Context: an optimization exercise on an open-source flow, tuned for small area, a short achievable clock period and few clock cycles per item. The choices shown serve that exercise and are no tape-out recipe.
RTL that was checked went through simulation tests only; none was proved equivalent to the original.
The RTL of run 2 was laid out without a check of its function.

## flow/design.v (module list and top-level ports; edited modules follow where they fit)
// module fpu_pipe_unit: 1909 lines
module fpu_pipe_unit #(
    parameter int EXP_W = 8,
    parameter int MAN_W = 23,
    parameter int TAG_W = 4
) (
    input  logic                 clk,
    input  logic                 rst_n,
    input  logic                 in_valid,
    output logic                 in_ready,
    input  logic [1:0]           in_op,
    input  logic [EXP_W+MAN_W:0] in_a,
    input  logic [EXP_W+MAN_W:0] in_b,
    input  logic [TAG_W-1:0]     in_tag,
    output logic                 out_valid,
    input  logic                 out_ready,
    output logic [EXP_W+MAN_W:0] out_y,
    output logic [TAG_W-1:0]     out_tag,
    output logic [3:0]           out_flags,
    output logic [3:0]           sticky,
    input  logic                 sticky_clr
);
  // ...
==> flow/flow/run.sh <==
#!/bin/bash
# Own layout flow: the standard ORFS flow, with plain buf_2 cells as the
# port buffers. All make/tool output goes to a log file in this work folder.
set -euo pipefail
here=$(pwd)
bash standard.sh \
    "BUFFER_PORTS_ARGS=-buffer_cell sky130_fd_sc_hd__buf_2" \
    finish > "$here/standard_flow.log" 2>&1
==> flow/standard.sh <==
#!/bin/bash
# synth_recipe.tcl (not shown) runs the flow's synth.tcl, then flattens the netlist and writes it again
# the make line also repeats each setting of config.mk as NAME=value (left out here)
make -C /OpenROAD-flow-scripts/flow DESIGN_CONFIG=/design/flow/config.mk WORK_HOME=/design/flow/orfs CLKGATE_MAP_FILE= SYNTH_SCRIPT=/design/flow/synth_recipe.tcl "${@:-finish}"
==> flow/config.mk <==
export PLATFORM = sky130hd
export DESIGN_NAME = fpu_pipe_unit
export DESIGN_NICKNAME = fpu_pipe_unit
export VERILOG_FILES = /design/flow/design.v
export SDC_FILE = /design/flow/constraint.sdc
export NUM_CORES = 4
export LEC_CHECK = 0
export ABC_AREA = 1
export CAP_MARGIN = 20
export CORE_MARGIN = 2
export CORE_UTILIZATION = 40
export SETUP_SLACK_MARGIN = 4
export SLEW_MARGIN = 20
==> flow/constraint.sdc <==
create_clock -name core_clock -period 14.0 [get_ports {clk}]
set_input_delay 2.8000 -clock core_clock [delete_from_list [all_inputs] [get_ports {clk}]]
set_output_delay 2.8000 -clock core_clock [all_outputs]
set_load 0.01 [all_outputs]
==> results.sh, run 1 <==
export IMPL_dp_cells=5015
export IMPL_critPathCaptureType="output pin"
export IMPL_drive_above_1_share_pct=7.66
export IMPL_maxSlewViolCount=0
export IMPL_synth_nets=4660
export IMPL_gr_usage_met1_pct=38.3
export IMPL_slowest_delay_ns=0.40
export IMPL_start_util_pct=40.3
export IMPL_nClkBuffers=9
export IMPL_yosys_warnings=1
export IMPL_synthArstFlopShare_pct=6.10
export IMPL_buffers_excl_clock=191
export IMPL_final_nets=4629
export IMPL_clock_latency_ns=0.37
export IMPL_wl_met1_um=43800
export IMPL_mostFrequentLayoutCells="nand2_1, inv_1, nand3_1"
export IMPL_nNonClkInverters=599
export IMPL_cts_tree="built"
export IMPL_place_gp_congestion=0.988
export IMPL_hp_class="flop to flop"
export IMPL_r2r_start="r_xa[0]$_SDFFCE_PN0N_"
export IMPL_status="finished clean"
export IMPL_synth_flop_cell="edfxtp_1"
export IMPL_max_cap_violations=0
export IMPL_seq_area_frac_synth_pct=8.85
export IMPL_overflow=0
export IMPL_crit_start="r_xa[0]$_SDFFCE_PN0N_"
export IMPL_yosysTopAreaCell="fa_1"
export IMPL_route_met2_wl_um=48200
export IMPL_grt_use_met2_pct=48.0
export IMPL_wire_per_inst_um=20.9
Testbench counts, summed over its fixed seeds: cycles 4,008, items 4,000.
==> run 2: changes to the inputs <==
--- a/flow/design.v
+++ b/flow/design.v
@@ -18,16 +18,17 @@
     output logic [3:0]           out_flags,
     output logic [3:0]           sticky,
     input  logic                 sticky_clr
 );
     localparam int FW  = 1 + EXP_W + MAN_W;
     localparam int SW  = MAN_W + 4;           
     localparam int PW  = 2 * MAN_W + 2;
     localparam int EW  = EXP_W + 2;
+    localparam int LZW = $clog2(SW);
     localparam logic signed [EW-1:0] BIAS = EW'((1 << (EXP_W - 1)) - 1);
     localparam logic signed [EW-1:0] EMAX = EW'((1 << EXP_W) - 1);
     localparam logic signed [EW-1:0] EMIN = EW'(1);
     localparam logic [1:0] OP_SUB = 2'b01;
     localparam logic [1:0] OP_MUL = 2'b10;
     logic out_v_q, stall;
     assign stall     = out_v_q && !out_ready;
     assign in_ready  = !stall;
@@ -82,32 +83,33 @@
                 sp_sgn = sbe;
             end
         end
     end
     logic             a_ge;
     logic [MAN_W:0]   siga, sigb, sig_big, sig_sml;
     logic [EXP_W-1:0] e_big, e_diff;
     logic [SW-1:0]    ext_big, ext_sml, lost_mask, sml_al;
-    logic             sml_lost, a_sub;
+    logic             sml_lost;
+    logic [SW:0]      sum;
     assign siga    = za ? '0 : {1'b1, ma};
     assign sigb    = zb ? '0 : {1'b1, mb};
     assign a_ge    = (in_a[FW-2:0] >= in_b[FW-2:0]);
     assign e_big   = a_ge ? ea : eb;
     assign e_diff  = a_ge ? (ea - eb) : (eb - ea);
     assign sig_big = a_ge ? siga : sigb;
     assign sig_sml = a_ge ? sigb : siga;
     assign ext_big = {sig_big, 3'b000};
     assign ext_sml = {sig_sml, 3'b000};
     assign lost_mask = ~({SW{1'b1}} << e_diff);
     assign sml_lost  = |(ext_sml & lost_mask);
     assign sml_al    = (ext_sml >> e_diff) | {{(SW-1){1'b0}}, sml_lost};
-    assign a_sub     = sa ^ sbe;
-    localparam int LO = PW - SW - 1;       
-    logic [LO:0]          p_lo;
+    assign sum = (sa ^ sbe) ? ({1'b0, ext_big} - {1'b0, sml_al})
+                            : ({1'b0, ext_big} + {1'b0, sml_al});
+    logic [PW-1:0]        prod;
     logic signed [EW-1:0] m_exp;
     logic [MAN_W:0]   bx;
     logic [MAN_W+2:0] by;
     assign bx = {1'b1, ma};
     assign by = {2'b00, 1'b1, mb};
     logic [11:0] bd_one;
     logic [11:0] bd_two;
     logic [11:0] bd_neg;
@@ -1736,169 +1738,92 @@
     assign mt_a[44] = fc584;
     assign mt_b[44] = fs585;
     assign mt_a[45] = fc586;
     assign mt_b[45] = fs587;
     assign mt_a[46] = fc588;
     assign mt_b[46] = fs589;
     assign mt_a[47] = fc590;
     assign mt_b[47] = fs591;
-    assign p_lo = {1'b0, mt_a[LO-1:0]} + {1'b0, mt_b[LO-1:0]};
-    logic [4:0] tz_x, tz_y;
-    logic       p_st;
-    always_comb begin
-        tz_x = 5'(MAN_W);
-        tz_y = 5'(MAN_W);
-        for (int i = MAN_W - 1; i >= 0; i--) begin
-            if (ma[i]) tz_x = 5'(i);
-            if (mb[i]) tz_y = 5'(i);
-        end
-    end
-    assign p_st = ({1'b0, tz_x} + {1'b0, tz_y}) < 6'(LO);
+    assign prod = mt_a + mt_b;
     assign m_exp = $signed({2'b00, ea}) + $signed({2'b00, eb}) - BIAS;
     logic                 r_spec, r_nan, r_nv, r_inf, r_sgn;
     logic [TAG_W-1:0]     r_tag;
     logic [EW-1:0]        r_exp;
-    logic [SW:0]          r_xa, r_xb;
-    logic                 r_cin, r_st;
+    logic [SW:0]          r_sum;     
     always_ff @(posedge clk) begin
         if (!stall) begin
             r_tag  <= in_tag;
             r_spec <= sp_nan | sp_inf | sp_zero;
             r_nan  <= sp_nan;
             r_nv   <= sp_nv;
             r_inf  <= sp_inf;
             if (sp_nan | sp_inf | sp_zero)
                 r_sgn <= sp_sgn;
             else if (is_mul)
                 r_sgn <= sa ^ sb;
             else
                 r_sgn <= a_ge ? sa : sbe;
             if (is_mul) begin
                 r_exp <= m_exp;
-                r_xa  <= mt_a[PW-1:LO];
-                r_xb  <= mt_b[PW-1:LO];
-                r_cin <= p_lo[LO];
-                r_st  <= p_st;
+                r_sum <= {prod[PW-1:PW-SW], |prod[PW-SW-1:0]};
             end else begin
                 r_exp <= {2'b00, e_big};
-                r_xa  <= {1'b0, ext_big};
-                r_xb  <= a_sub ? ~{1'b0, sml_al} : {1'b0, sml_al};
-                r_cin <= a_sub;
-                r_st  <= 1'b0;
+                r_sum <= sum;
             end
         end
     end
     always_ff @(posedge clk or negedge rst_n) begin
         if (!rst_n) out_v_q <= 1'b0;
         else        out_v_q <= stall | in_valid;
     end
-    logic [SW:0]          R;
-    logic                 rnd_path;
-    logic [MAN_W-1:0]     rm, frc_r;
-    logic                 r_lsb, r_g, r_s, up, inx, cy;
-    logic signed [EW-1:0] e_r;
-    logic [SW:0] S;
-    assign S        = r_xa + r_xb + {{SW{1'b0}}, r_cin};
-    assign R        = {S[SW:1], S[0] | r_st};
-    assign rnd_path = R[SW] | R[SW-1] | R[SW-2];
-    always_comb begin
-        if (R[SW]) begin
-            rm = R[SW-1:4];  r_lsb = R[4]; r_g = R[3]; r_s = |R[2:0];
-        end else if (R[SW-1]) begin
-            rm = R[SW-2:3];  r_lsb = R[3]; r_g = R[2]; r_s = |R[1:0];
-        end else begin
-            rm = R[SW-3:2];  r_lsb = R[2]; r_g = R[1]; r_s = R[0];
-        end
-    end
-    logic [MAN_W-1:0]     rm_inc;
-    logic signed [EW-1:0] ex_lo, ex_hi;
-    logic                 ovf_lo, ovf_hi, unf_lo, unf_hi, ovf, unf;
-    assign up     = r_g && (r_s || r_lsb);
-    assign inx    = r_g || r_s;
-    assign rm_inc = rm + 1'b1;
-    assign cy     = up && (&rm);
-    assign frc_r  = up ? rm_inc : rm;
+    logic [LZW-1:0]       lz;
+    logic [SW-1:0]        nm;
+    logic signed [EW-1:0] e_n, e_r;
+    logic                 g_bit, rs_bit, up, inx;
+    logic [MAN_W:0]       frc;
     always_comb begin
-        if (R[SW])        begin ex_lo = $signed(r_exp) + EW'(1); ex_hi = $signed(r_exp) + EW'(2); end
-        else if (R[SW-1]) begin ex_lo = $signed(r_exp);          ex_hi = $signed(r_exp) + EW'(1); end
-        else              begin ex_lo = $signed(r_exp) - EW'(1); ex_hi = $signed(r_exp);          end
+        lz = '0;
+        for (int i = 0; i < SW; i++)
+            if (r_sum[i]) lz = LZW'(SW - 1 - i);
     end
-    assign ovf_lo = (ex_lo >= EMAX);
-    assign ovf_hi = (ex_hi >= EMAX);
-    assign unf_lo = (ex_lo < EMIN);
-    assign unf_hi = (ex_hi < EMIN);
-    assign e_r    = cy ? ex_hi : ex_lo;
-    assign ovf    = cy ? ovf_hi : ovf_lo;
-    assign unf    = cy ? unf_hi : unf_lo;
-    localparam int LW = 32;
-    logic [LW-1:0]        lzin;
-    logic [4:0]           lzk;
-    logic [SW-3:0]        T;
-    logic signed [EW-1:0] e_s;
-    assign lzin = {R[SW-3:0], {(LW-SW+2){1'b1}}};
-    logic [LW-1:0]   lv0;
-    logic [LW/2-1:0] lv1; logic [LW/2-1:0][0:0] lc1;
-    logic [LW/4-1:0] lv2; logic [LW/4-1:0][1:0] lc2;
-    logic [LW/8-1:0] lv3; logic [LW/8-1:0][2:0] lc3;
-    logic [LW/16-1:0] lv4; logic [LW/16-1:0][3:0] lc4;
     always_comb begin
-        lv0 = lzin;
-        for (int i = 0; i < LW/2; i++) begin
-            lv1[i] = lv0[2*i+1] | lv0[2*i];
-            lc1[i] = ~lv0[2*i+1];
-        end
-        for (int i = 0; i < LW/4; i++) begin
-            lv2[i] = lv1[2*i+1] | lv1[2*i];
-            lc2[i] = lv1[2*i+1] ? {1'b0, lc1[2*i+1]} : {1'b1, lc1[2*i]};
-        end
-        for (int i = 0; i < LW/8; i++) begin
-            lv3[i] = lv2[2*i+1] | lv2[2*i];
-            lc3[i] = lv2[2*i+1] ? {1'b0, lc2[2*i+1]} : {1'b1, lc2[2*i]};
-        end
-        for (int i = 0; i < LW/16; i++) begin
-            lv4[i] = lv3[2*i+1] | lv3[2*i];
-            lc4[i] = lv3[2*i+1] ? {1'b0, lc3[2*i+1]} : {1'b1, lc3[2*i]};
+        if (r_sum[SW]) begin
+            nm  = {r_sum[SW:2], r_sum[1] | r_sum[0]};
+            e_n = $signed(r_exp) + EMIN;
+        end else begin
+            nm  = r_sum[SW-1:0] << lz;
+            e_n = $signed(r_exp) - $signed(EW'(lz));
         end
-        lzk    = lv4[1] ? {1'b0, lc4[1]} : {1'b1, lc4[0]};
     end
-    logic lz_any_d;
-    assign lz_any_d = |R[SW-3:0];
-    assign T   = R[SW-3:0] << lzk;
-    logic signed [EW-1:0] ex_m2;
-    logic                 unf_s;
-    assign ex_m2 = $signed(r_exp) - $signed(EW'(2));
-    assign e_s   = ex_m2 - $signed(EW'(lzk));
-    assign unf_s = (ex_m2 <= $signed(EW'(lzk)));
+    assign g_bit  = nm[2];
+    assign rs_bit = nm[1] | nm[0];
+    assign up     = g_bit && (rs_bit || nm[3]);
+    assign inx    = g_bit || rs_bit;
+    assign frc    = {1'b0, nm[SW-2:3]} + {{MAN_W{1'b0}}, up};
+    assign e_r    = e_n + $signed({{(EW-1){1'b0}}, frc[MAN_W]});
     logic [FW-1:0] y;
     logic [3:0]    flg;
     always_comb begin
         y   = '0;
         flg = '0;
         if (r_spec) begin
             y   = r_nan ? '1 : {r_sgn, r_inf ? {EXP_W{1'b1}} : {EXP_W{1'b0}}, {MAN_W{1'b0}}};
             flg = {r_nv, 3'b000};
-        end else if (rnd_path) begin
-            if (ovf) begin
-                y   = {r_sgn, {EXP_W{1'b1}}, {MAN_W{1'b0}}};
-                flg = 4'b0101;
-            end else if (unf) begin
-                y   = {r_sgn, {(FW-1){1'b0}}};
-                flg = 4'b0011;
-            end else begin
-                y   = {r_sgn, e_r[EXP_W-1:0], frc_r};
-                flg = {3'b000, inx};
-            end
-        end else if (!lz_any_d) begin
+        end else if (!nm[SW-1]) begin
             y   = '0;
-        end else if (unf_s) begin
+        end else if (e_r >= EMAX) begin
+            y   = {r_sgn, {EXP_W{1'b1}}, {MAN_W{1'b0}}};
+            flg = 4'b0101;
+        end else if (e_r < EMIN) begin
             y   = {r_sgn, {(FW-1){1'b0}}};
             flg = 4'b0011;
         end else begin
-            y   = {r_sgn, e_s[EXP_W-1:0], T[SW-4:1]};
+            y   = {r_sgn, e_r[EXP_W-1:0], frc[MAN_W-1:0]};
+            flg = {3'b000, inx};
         end
     end
     assign out_y     = y;
     assign out_tag   = r_tag;
     assign out_flags = flg;
     logic [3:0] sticky_q;
     always_ff @(posedge clk or negedge rst_n) begin
         if (!rst_n)                    sticky_q <= '0;
==> flow/run.sh (new file) <==
#!/bin/bash
# synth_recipe.tcl (not shown) runs the flow's synth.tcl, then flattens the netlist and writes it again
# the make line also repeats each setting of config.mk as NAME=value (left out here)
make -C /OpenROAD-flow-scripts/flow DESIGN_CONFIG=/design/flow/config.mk WORK_HOME=/design/flow/orfs CLKGATE_MAP_FILE= SYNTH_SCRIPT=/design/flow/synth_recipe.tcl finish
==> flow/config.mk (replaced) <==
export PLATFORM = sky130hd
export DESIGN_NAME = fpu_pipe_unit
export DESIGN_NICKNAME = fpu_pipe_unit
export VERILOG_FILES = /design/flow/design.v
export SDC_FILE = /design/flow/constraint.sdc
export NUM_CORES = 4
export LEC_CHECK = 0
export ABC_AREA = 1
export CAP_MARGIN = 20
export CORE_MARGIN = 2
export CORE_UTILIZATION = 40
export SETUP_SLACK_MARGIN = 3
export SLEW_MARGIN = 20
removed: flow/flow/run.sh
removed: flow/standard.sh
==> run 2 against run 1 <==
Still clean on timing, DRC and antenna. Worst setup slack got worse by 1.0 ns. Global-route usage is 0.61 points higher. Final cell count decreased by 4.1%. Synthesized area fell by 2.8%. Sequential share of layout area is 3.1 points lower. Core utilization up 1.2 points. Critical path depth fell by 9. Hold slack got worse by 0.0060 ns.
==> results.sh, run 2 <==
export IMPL_drive_above_1_share_pct=4.67
export IMPL_min_path_cells=2
export IMPL_cp_data_required_time_ns=14.17
export IMPL_fp_row_count=94
export IMPL_wire_per_inst_um=22.0
export IMPL_synth_nets=4520
export IMPL_finalCriticalPeriod_ns=10.38
export IMPL_coreArea_sq_um=66000
export IMPL_seq_area_frac_synth_pct=5.74
export IMPL_wirelength_um=106000
export IMPL_grt_util_all_layers_pct=29.9
export IMPL_reg_top3="r_sum: 28 flops, r_exp: 10 flops"
export IMPL_regMostFlops="r_sum"
export IMPL_numPortBuffers=120
export IMPL_mappedNetlistArea_sq_um=26800
export IMPL_dp_hpwl_um=83000
export IMPL_drtAntennaViolNets=0
export IMPL_grt_pass1_vias=26600
export IMPL_syn_area_per_cell_sq_um=6.72
export IMPL_placed_area_sq_um=28500
export IMPL_ys_seq_elements=52
export IMPL_setup_viol=0
export IMPL_postSynthCellCount=3987
export IMPL_synth_flop_cell="edfxtp_1"
export IMPL_worstSetupPathType="primary input to flop"
export IMPL_yosysUniqueCellTypes=76
export IMPL_start_kind="primary input"
export IMPL_hold_path_startpoint="sticky_q[3]$_DFFE_PN0P_"
export IMPL_grt_max_degree=72
export IMPL_finalCritPeriodShare_pct=74.1
export IMPL_overflow=0
export IMPL_route_met2_wl_um=46300
export IMPL_antenna_found_initial=0
export IMPL_largest_reg_flops=28
export IMPL_fin_tns_setup_ns=0
export IMPL_synth_top_area_share_pct=18.9
export IMPL_numCtsBuffers=5
export IMPL_fmax_ghz=0.0964
export IMPL_synth_edff_count=47
export IMPL_synth_most_common_cell="nand2_1"
export IMPL_cts_sinks=52
export IMPL_final_nets=4494
export IMPL_route_detailed_drc=0
export IMPL_cts_tree="built"
export IMPL_slowest_delay_ns=0.70
export IMPL_max_slew_margin_rel_pct=27.3
export IMPL_final_hold_viol_count=0
export IMPL_io_pins=121
export IMPL_drt_first_pass_iters=6
export IMPL_fp_dieH_um=263
export IMPL_met3_length_um=10100
export IMPL_wl_met1_um=45600
export IMPL_status="finished clean"
export IMPL_via_count=28100
export IMPL_post_route_util_pct=43.7
export IMPL_cp_common_cell="nand2_1"
export IMPL_mostFrequentLayoutCells="nand2_1, inv_1, nand3_1"
export IMPL_r2r_slack_ns=7.19
export IMPL_critPathCaptureType="flop"
export IMPL_clock_latency_ns=0.31
export IMPL_maxSlewViolCount=0
export IMPL_clk_path_buf_depth=2
export IMPL_clk_pin_slew_ns=0.08
export IMPL_clock_skew_ns=0.00553
export IMPL_viasPerCell=5.83
export IMPL_worstReg2RegEnd="sticky_q[0]$_DFFE_PN0P_"
export IMPL_place_gp_congestion=1.01
export IMPL_path_max_fanout=26
export IMPL_rsz0062_at_grt="yes"
export IMPL_die_w_um=263
export IMPL_hp_class="flop to flop"
export IMPL_top_layer="met4"
export IMPL_fin_cells=4826
export IMPL_fillerInstances=6991
export IMPL_synthArstFlopShare_pct=9.62
export IMPL_hold_end="sticky_q[3]$_DFFE_PN0P_"
export IMPL_design_area_sq_um=28800
export IMPL_final_common_cell="nand2_1"
export IMPL_dp_cells=4808
export IMPL_start_util_pct=40.6
export IMPL_max_cap_violations=0
export IMPL_drt_iter0_markers=3291
export IMPL_htree_num_levels=2
export IMPL_cp_data_arrival_time_ns=10.55
export IMPL_yosysTopAreaCell="fa_1"
export IMPL_path_delay_family="adder cells"
export IMPL_area_delta_synth_final_pct=7.54
export IMPL_crit_slowest_cell="nand2_1"
export IMPL_grt_first_pass_wirelength_um=162000
export IMPL_die_area_sq_um=69000
export IMPL_yosys_warnings=1
export IMPL_synthTopCellsByArea="fa_1, xor2_1, nand2_1, ha_1, inv_1"
export IMPL_cts_root_buf="clkbuf_16"
export IMPL_ys_top_cells_by_count="nand2_1, inv_1, nand3_1"
export IMPL_worst_slew_pin_slew_ns=1.09
export IMPL_crit_buf_inv=3
export IMPL_r2r_start="r_sum[1]$_DFFE_PN_"
export IMPL_antennaDiodeCount=0
export IMPL_r2r_cells=41
## run 2: cell count changes after synthesis, moves of 14 or more
cell and delta:
nand2_1 -371, ha_1 +49, o21ai_0 +48, edfxtp_1 -30, inv_1 +30, a31oi_1 +26, o21ai_1 +25, a21oi_1 +24
nand3_1 -24, nand4_1 -14
## run 2: layout make-up
| type | instances | area [sq um] | area share, % |
|---|---|---|---|
| multi-input cells | 3083 | 21900 | 76.1 |
| inverters | 631 | 2390 | 8.31 |
| repair buffers | 187 | 1710 | 5.92 |
| flip-flops and latches | 52 | 1540 | 5.33 |
| well taps | 864 | 1080 | 3.75 |
| clock buffers | 6 | 129 | 0.447 |
| clock inverters | 2 | 38.8 | 0.135 |
| repair inverters | 1 | 5.00 | 0.0174 |
## run 2: cell families (layout without fill, tap and decap cells)
kind of cell / count (synthesis) / after routing / share of synthesized area (%)
DFF: 52 / 52 / 5.74
muxes: 5 / 5 / 0.187
xor gates and xnor gates: 331 / 331 / 10.9
and+or+nand+nor: 1475 / 1477 / 24.2
buffers and inverters: 854 / 827 / 12.7
AOI/OAI and AO/OA: 812 / 812 / 17.8
adders and majority gates: 458 / 458 / 28.5
## run 2: tightest hold or removal path, stage by stage, from the launching register on
cell	delay, ns
dfrtp_1	0.34
a21oi_1	0.04
nor2_1	0.08
## run 2: worst max-delay path by stage
stage              from                   to  slack, ns  cells after the start
6_report        in_b[0]  r_sum[27]$_DFFE_PN_       3.62                     27
4_1_cts        in_a[23]  r_sum[25]$_DFFE_PN_       3.15                     42
5_1_grt         in_b[9]  r_sum[25]$_DFFE_PN_       2.97                     43
3_5_place_dp   in_a[23]  r_sum[25]$_DFFE_PN_       2.33                     42
2_1_floorplan  in_b[13]  r_sum[25]$_DFFE_PN_       5.57                     24
3_3_place_gp   in_b[23]  r_sum[25]$_DFFE_PN_       2.45                     42
## run 2: through the flow
step	setup WS (ns)	hold slack, ns
6_report	3.62	0.510
2_1_floorplan	5.57	0.528
5_1_grt	2.97	0.536
4_1_cts	3.15	0.512
3_5_place_dp	2.33	0.494
3_3_place_gp	2.45	0.487
## run 2: layer usage
| layer | global-route usage, % | vias up |
|---|---|---|
| li1 | - | 13100 |
| met5 | 0 | - |
| met1 | 41.5 | 13300 |
| met3 | 4.59 | 223 |
| met4 | 11.2 | 0 |
| met2 | 46.7 | 1550 |
## run 2: repair_timing
item                       CTS  global route
buffers inserted             0             7
cloned                       1             2
hold buffers                 0             0
pin swaps                    1             2
setup endpoints to repair    7            46
gates resized for setup      3            28

-- what the ideal ports hide --
The flow's constraints put no driver on any port. The routed layouts listed below were extracted and timed again, unchanged, in two steps.
Step 1 (the two cells are an assumption about what drives the block):
set clk [get_ports {clk}]
set_driving_cell -lib_cell sky130_fd_sc_hd__clkbuf_16 $clk
set_driving_cell -lib_cell sky130_fd_sc_hd__buf_2 [delete_from_list [all_inputs] $clk]
Step 2 adds t to the input delays and takes it off the output delays; t is the mean of the earliest and latest rising clock arrival at the registers after step 1. Input paths then give back, and output paths get back, about the clock's delay inside the block.
Slacks: ideal ports / drivers / drivers and shift; pairs: ideal ports / drivers.
run	t, ns	slack for setup (ns)	worst register clock-pin slew, ns	worst slew at a driven data input, ns
run 1	0.415	4.643 / 4.587 / 4.361	0.08 / 0.08	0.06
run 2	0.362	3.623 / 3.574 / 3.291	0.08 / 0.08	0.06
After both steps setup and hold are still met in every run listed. The setup slack of run 2, which loses most, moves by -0.049 ns with the drivers and by -0.332 ns with both steps.
